This design comes from an exercise in tuning for small area and a short achievable clock period on the open sky130 flow, not from production work.
The RTL was checked by simulation tests, not by an equivalence proof against the original design.
No activity file was given, so power comes from the tool's default toggle rates.

==> flow/design.v (excerpt) <==
module wb_regfile
#(
  parameter int DATA_W = DEF_DATA_W,
  parameter int ADDR_W = DEF_ADDR_W,
  parameter int PEND_W = DEF_PEND_W
) (
  input  logic              clk,
  input  logic              reset,
  input  logic              wb_en,
  input  logic [ADDR_W-1:0] wb_sel,
  input  logic [DATA_W-1:0] wb_data,
  input  logic              iss_en,
  input  logic [ADDR_W-1:0] iss_sel,
  input  logic [ADDR_W-1:0] rd_sel_a,
  input  logic [ADDR_W-1:0] rd_sel_b,
  output logic [DATA_W-1:0] rd_data_a,
  output logic [DATA_W-1:0] rd_data_b,
  output logic              hazard_a,
  output logic              hazard_b,
  output logic              pend_ovf
);
clock: 5.5 ns
lec_check: 0
cap_margin: 20
core_margin: 2
core_utilization: 40
gpl_routability_driven: 0
setup_slack_margin: 1.2
slew_margin: 20
synth_hierarchical: 1
synth_minimum_keep_size: 0
standard.sh (not shown) runs the stock make flow with config.mk's settings and CLKGATE_MAP_FILE= SYNTH_SCRIPT=/design/flow/synth_recipe.tcl, a recipe that flattens the netlist after the stock synthesis.
==> flow/flow/run.sh <==
#!/bin/bash
# Standard layout, with port buffers from the plain buffer family, the resizer allowed to
# change a cell's footprint (so those buffers can be sized like any other), and a clock tree
# of clkbuf_16 in sink clusters of up to 30 within 70 um, without dummy loads.
set -o pipefail
CTS="-sink_clustering_enable -repair_clock_nets -sink_clustering_size 30 -sink_clustering_max_diameter 70 -buf_list sky130_fd_sc_hd__clkbuf_16 -dont_use_dummy_load"
bash standard.sh MATCH_CELL_FOOTPRINT=0 "BUFFER_PORTS_ARGS=-buffer_cell sky130_fd_sc_hd__buf_2" "CTS_ARGS=$CTS" finish > flow.log 2>&1
Rerun with:
GPL_ROUTABILITY_DRIVEN = not set   (was 0)
SETUP_SLACK_MARGIN = 1.0   (was 1.2)
After rerunning: The new run completed without violations; clock skew barely changes; wire length falls by 1.1%; maximum frequency came out lower by 2.9%; sequential cell count is unchanged; total power fell by 0.78%; cell area fell by 2.0%.
Rerun with:
SETUP_SLACK_MARGIN = 1.4   (was 1.0)
Result: The changed run completed without violations; power is higher by 2.0%; final cell count rises by 4.0%; core utilization grows by 3.6 points; area after synthesis stays the same; non-clock buffer count rises by 197; wire length increases by 1.6%; clock-buffer cell count rises by 1; sequential power grows by about 0.4%; worst hold slack barely changes.
Rerun with:
SETUP_SLACK_MARGIN = 1.2   (was 1.4)
Effect: Count of clock-buffer cells in the layout decreases by 1. Sequential share of layout area went up by 3.0 points. Power falls slightly. Combinational power is lower by a little under a tenth. Fmax goes down by a few percent. Synthesized cell count does not change. Core utilization went down by 2.6 points. Flip-flop and latch count does not change. Clock power barely changes. Via count drops slightly.
Rerun with:
==> flow/flow/run.sh (replaced) <==
#!/bin/bash
# Standard layout, with port buffers from the plain buffer family, the resizer allowed to
# change a cell's footprint (so those buffers can be sized like any other), and a clock tree
# of clkbuf_4 in sink clusters of up to 10 within 35 um, without dummy loads.
set -o pipefail
CTS="-sink_clustering_enable -repair_clock_nets -sink_clustering_size 10 -sink_clustering_max_diameter 35 -buf_list sky130_fd_sc_hd__clkbuf_4 -dont_use_dummy_load"
bash standard.sh MATCH_CELL_FOOTPRINT=0 "BUFFER_PORTS_ARGS=-buffer_cell sky130_fd_sc_hd__buf_2" "CTS_ARGS=$CTS" finish > flow.log 2>&1
Result: Cell area is about the same. Fmax goes up slightly. Global-route usage goes up by 0.51 points. Worst hold slack degrades by 24 ps.

* * *

onyx:
Another version of the RTL of wb_regfile (not shown whole).
For scale: roughly 3200 cells after synthesis, ~45000 sq um of cells after synthesis.
==> flow/config.mk <==
export PLATFORM = sky130hd
export DESIGN_NAME = wb_regfile
export DESIGN_NICKNAME = wb_regfile
export VERILOG_FILES = /design/flow/design.v
export SDC_FILE = /design/flow/constraint.sdc
export NUM_CORES = 4
export LEC_CHECK = 0
export CAP_MARGIN = 20
export CORE_MARGIN = 2
export CORE_UTILIZATION = 45
export SETUP_SLACK_MARGIN = 1.2
export SLEW_MARGIN = 20
export SYNTH_HIERARCHICAL = 1
export SYNTH_MINIMUM_KEEP_SIZE = 0
==> flow/constraint.sdc <==
create_clock -name core_clock -period 5.5 [get_ports {clk}]
set_input_delay 1.1000 -clock core_clock [delete_from_list [all_inputs] [get_ports {clk}]]
set_output_delay 1.1000 -clock core_clock [all_outputs]
set_load 0.01 [all_outputs]
==> flow/flow/run.sh <==
#!/bin/bash
# Standard layout, with port buffers from the plain buffer family, the resizer allowed to
# change a cell's footprint (so those buffers can be sized like any other), and a clock tree
# of clkbuf_4 in sink clusters of up to 10 within 35 um, without dummy loads.
set -o pipefail
CTS="-sink_clustering_enable -repair_clock_nets -sink_clustering_size 10 -sink_clustering_max_diameter 35 -buf_list sky130_fd_sc_hd__clkbuf_4 -dont_use_dummy_load"
bash standard.sh MATCH_CELL_FOOTPRINT=0 "BUFFER_PORTS_ARGS=-buffer_cell sky130_fd_sc_hd__buf_2" "CTS_ARGS=$CTS" finish > flow.log 2>&1
onyx has completed all stages; timing, DRC and antenna checks passed.
The following lists how harbor was set up differently from onyx:
Settings: SETUP_SLACK_MARGIN changed from 1.2 to 1.35; CORE_UTILIZATION changed from 45 to 40.
==> flow/flow/run.sh <==
#!/bin/bash
# Standard layout, with port buffers from the plain buffer family, the resizer allowed to
# change a cell's footprint (so those buffers can be sized like any other), and a clock tree
# of clkbuf_16 in sink clusters of up to 30 within 70 um, without dummy loads.
set -o pipefail
CTS="-sink_clustering_enable -repair_clock_nets -sink_clustering_size 30 -sink_clustering_max_diameter 70 -buf_list sky130_fd_sc_hd__clkbuf_16 -dont_use_dummy_load"
bash standard.sh MATCH_CELL_FOOTPRINT=0 "BUFFER_PORTS_ARGS=-buffer_cell sky130_fd_sc_hd__buf_2" "CTS_ARGS=$CTS" finish > flow.log 2>&1
[summary]
- When harbor is measured against onyx, its proportion of power drawn by combinational gates turns out 0.7 points lower.
- Placement row count was higher in harbor than in onyx.
- The routing usage on met2 of harbor falls short of that of onyx by 0.62 points.
- Highest metal layer with signal wires: met5 -> harbor, met4 -> onyx
- A kind of path behind the tightest hold check of in2reg is what onyx shows, while reg2reg belongs to harbor.
- Global-route usage was higher in onyx than in harbor.
- harbor vs onyx, worst setup slack went up by 0.24 ns.
- Note that the first-iteration DRC count recorded for harbor amounts to 1.12 times the value seen in onyx.
- Maximum frequency from static timing analysis (harbor vs. onyx) increases by a few percent
- harbor ended with more area overhead of the layout relative to synthesis than onyx.
- Area of the die in harbor is about 12% higher than in onyx
- Between harbor and onyx, the wire length of the first global-routing pass is higher for harbor.
- Sort harbor and onyx by total via count after detailed routing desc -> top: harbor
Modified inputs, indigo compared to harbor
Settings: swapping 1.35 for 1.5 in SETUP_SLACK_MARGIN.
--- outcome ---
- indigo: all stages complete, timing, DRC and antenna checks passed
- Area occupied by multi-input gates, indigo vs harbor: up by more than 10%
- In indigo, switching part of the total power is higher than in harbor.
- indigo does worse than harbor on shortest period the worst path allows.
- Taking harbor as the reference, in indigo global placement routability congestion grew by 0.68%, power share of the clock group decreased by 2.3 points relative to the old numbers, clock distribution area overhead in the final layout dropped 0.64 points.
- Changes observed in indigo relative to harbor: number of buffers added by the clock tree synthesis step has decreased; worst setup slack shrank by 0.076 ns.
- harbor has a higher clock slew at the register clock pins of the worst setup and hold paths than indigo.
- Where finished layout cell area is concerned, harbor is better than indigo.
- Power of the sequential group, indigo and harbor: lower on harbor
--- input diff indigo..quartz ---
Settings: SETUP_SLACK_MARGIN now 1.2, was 1.5.
Findings:
quartz gives less buffer count excluding the clock tree in the final layout than indigo did. indigo → quartz: total power saw a decrease, routing usage on met1 closely matched the old numbers, number of antenna violations at the first check in global routing lost 1, final worst slack now sits lower. The run showing the greater fraction of layout cells with a size suffix above 1 is indigo. The maximum frequency of quartz was inferior to that of indigo. When the final numbers for quartz and indigo were put side by side, the global-route wire length before repair turned out to be greater in indigo. Compared with indigo, quartz shows flip-flop and latch share of the layout cell area higher by 3.2 points. | longest individual stage delay on the worst path | lower: indigo |. The share of the cycle needed by the critical path after routing of quartz exceeds that of indigo by 1.6 points.
Setup changes, quartz to zinc
Settings: SETUP_SLACK_MARGIN now 1.7, was 1.2.
Findings:
Between zinc and quartz, the transition time at the pin with the least slew margin is lower for zinc. zinc has combinational power share above what quartz had. Changes observed in zinc relative to quartz: length of routed met3 wiring up about 10%; total of clock buffers placed in the layout up about 3.5%; cell area after layout up 4.8%. Summary of zinc over quartz: worst slack on hold paths level, depth of the worst hold-timing path now sits higher. Multi-input combinational cell count essentially unchanged between quartz and zinc. Against quartz, highest clock frequency the design can meet in zinc came out better. Compared to quartz, zinc shows a wider setup margin.
## Diff of input files: ember against zinc
Settings: a change of SETUP_SLACK_MARGIN from 1.7 to 1.35.
==> flow/flow/run.sh <==
#!/bin/bash
# Standard layout, with port buffers from the plain buffer family, the resizer allowed to
# change a cell's footprint (so those buffers can be sized like any other), and a clock tree
# of clkbuf_8 in sink clusters of up to 18 within 50 um, without dummy loads.
set -o pipefail
CTS="-sink_clustering_enable -repair_clock_nets -sink_clustering_size 18 -sink_clustering_max_diameter 50 -buf_list sky130_fd_sc_hd__clkbuf_8 -dont_use_dummy_load"
bash standard.sh MATCH_CELL_FOOTPRINT=0 "BUFFER_PORTS_ARGS=-buffer_cell sky130_fd_sc_hd__buf_2" "CTS_ARGS=$CTS" finish > flow.log 2>&1
[summary]
Compare zinc and ember | stage delay of the slowest cell on the critical path higher: zinc. zinc → ember: combinational fraction of design power fell by 1.0 points; ratio of total power to cell area higher. ember closes out successfully: all stages finished, all timing, DRC and antenna checks passed.

[what the ideal ports hide]
The results above use ideal ports. As a check the final layouts listed here were re-extracted and re-timed, cells and wires unchanged. Step 1 sets driving cells, clkbuf_16 on the clock port and buf_2 on the other inputs (assumed; they add their load-dependent delay and slew). Step 2, shift: input delay + t, output delay - t, t = (earliest + latest rising clock arrival at the registers) / 2. This alone moves slack from input paths to output paths. Three values: no drivers, after step 1, after step 2; two values: the first two.
| run | shift t [ns] | setup WS [ns] | hold slack, ns | worst register clock-pin slew, ns |
|---|---|---|---|---|
| the first run of note 1 | 0.733 | 1.076 / 1.025 / 1.025 | 0.546 / 0.546 / 0.546 | 0.12 / 0.12 |
| the second run of note 1 | 0.732 | 0.942 / 0.914 / 0.914 | 0.542 / 0.542 / 0.542 | 0.12 / 0.12 |
| the third run of note 1 | 0.740 | 1.240 / 1.150 / 1.150 | 0.542 / 0.542 / 0.542 | 0.12 / 0.12 |
| the fourth run of note 1 | 0.733 | 1.076 / 1.025 / 1.025 | 0.546 / 0.546 / 0.546 | 0.12 / 0.12 |
| the fifth run of note 1 | 1.135 | 1.111 / 1.062 / 1.062 | 0.522 / 0.500 / 0.522 | 0.11 / 0.11 |
| onyx | 1.168 | 1.086 / 1.064 / 1.064 | 0.468 / 0.420 / 0.551 | 0.12 / 0.12 |
| harbor | 0.723 | 1.325 / 1.124 / 1.124 | 0.542 / 0.542 / 0.542 | 0.11 / 0.11 |
| indigo | 0.744 | 1.249 / 1.187 / 1.187 | 0.553 / 0.553 / 0.553 | 0.12 / 0.12 |
| quartz | 0.756 | 1.161 / 1.119 / 1.119 | 0.552 / 0.552 / 0.552 | 0.11 / 0.11 |
| zinc | 0.754 | 1.223 / 1.068 / 1.068 | 0.550 / 0.550 / 0.550 | 0.11 / 0.11 |
| ember | 0.850 | 1.302 / 1.113 / 1.113 | 0.524 / 0.524 / 0.524 | 0.10 / 0.10 |
After both steps every run listed still meets setup and hold. For harbor, which loses most, drivers alone change the setup slack by -0.201 ns; drivers and shift together by -0.201 ns.
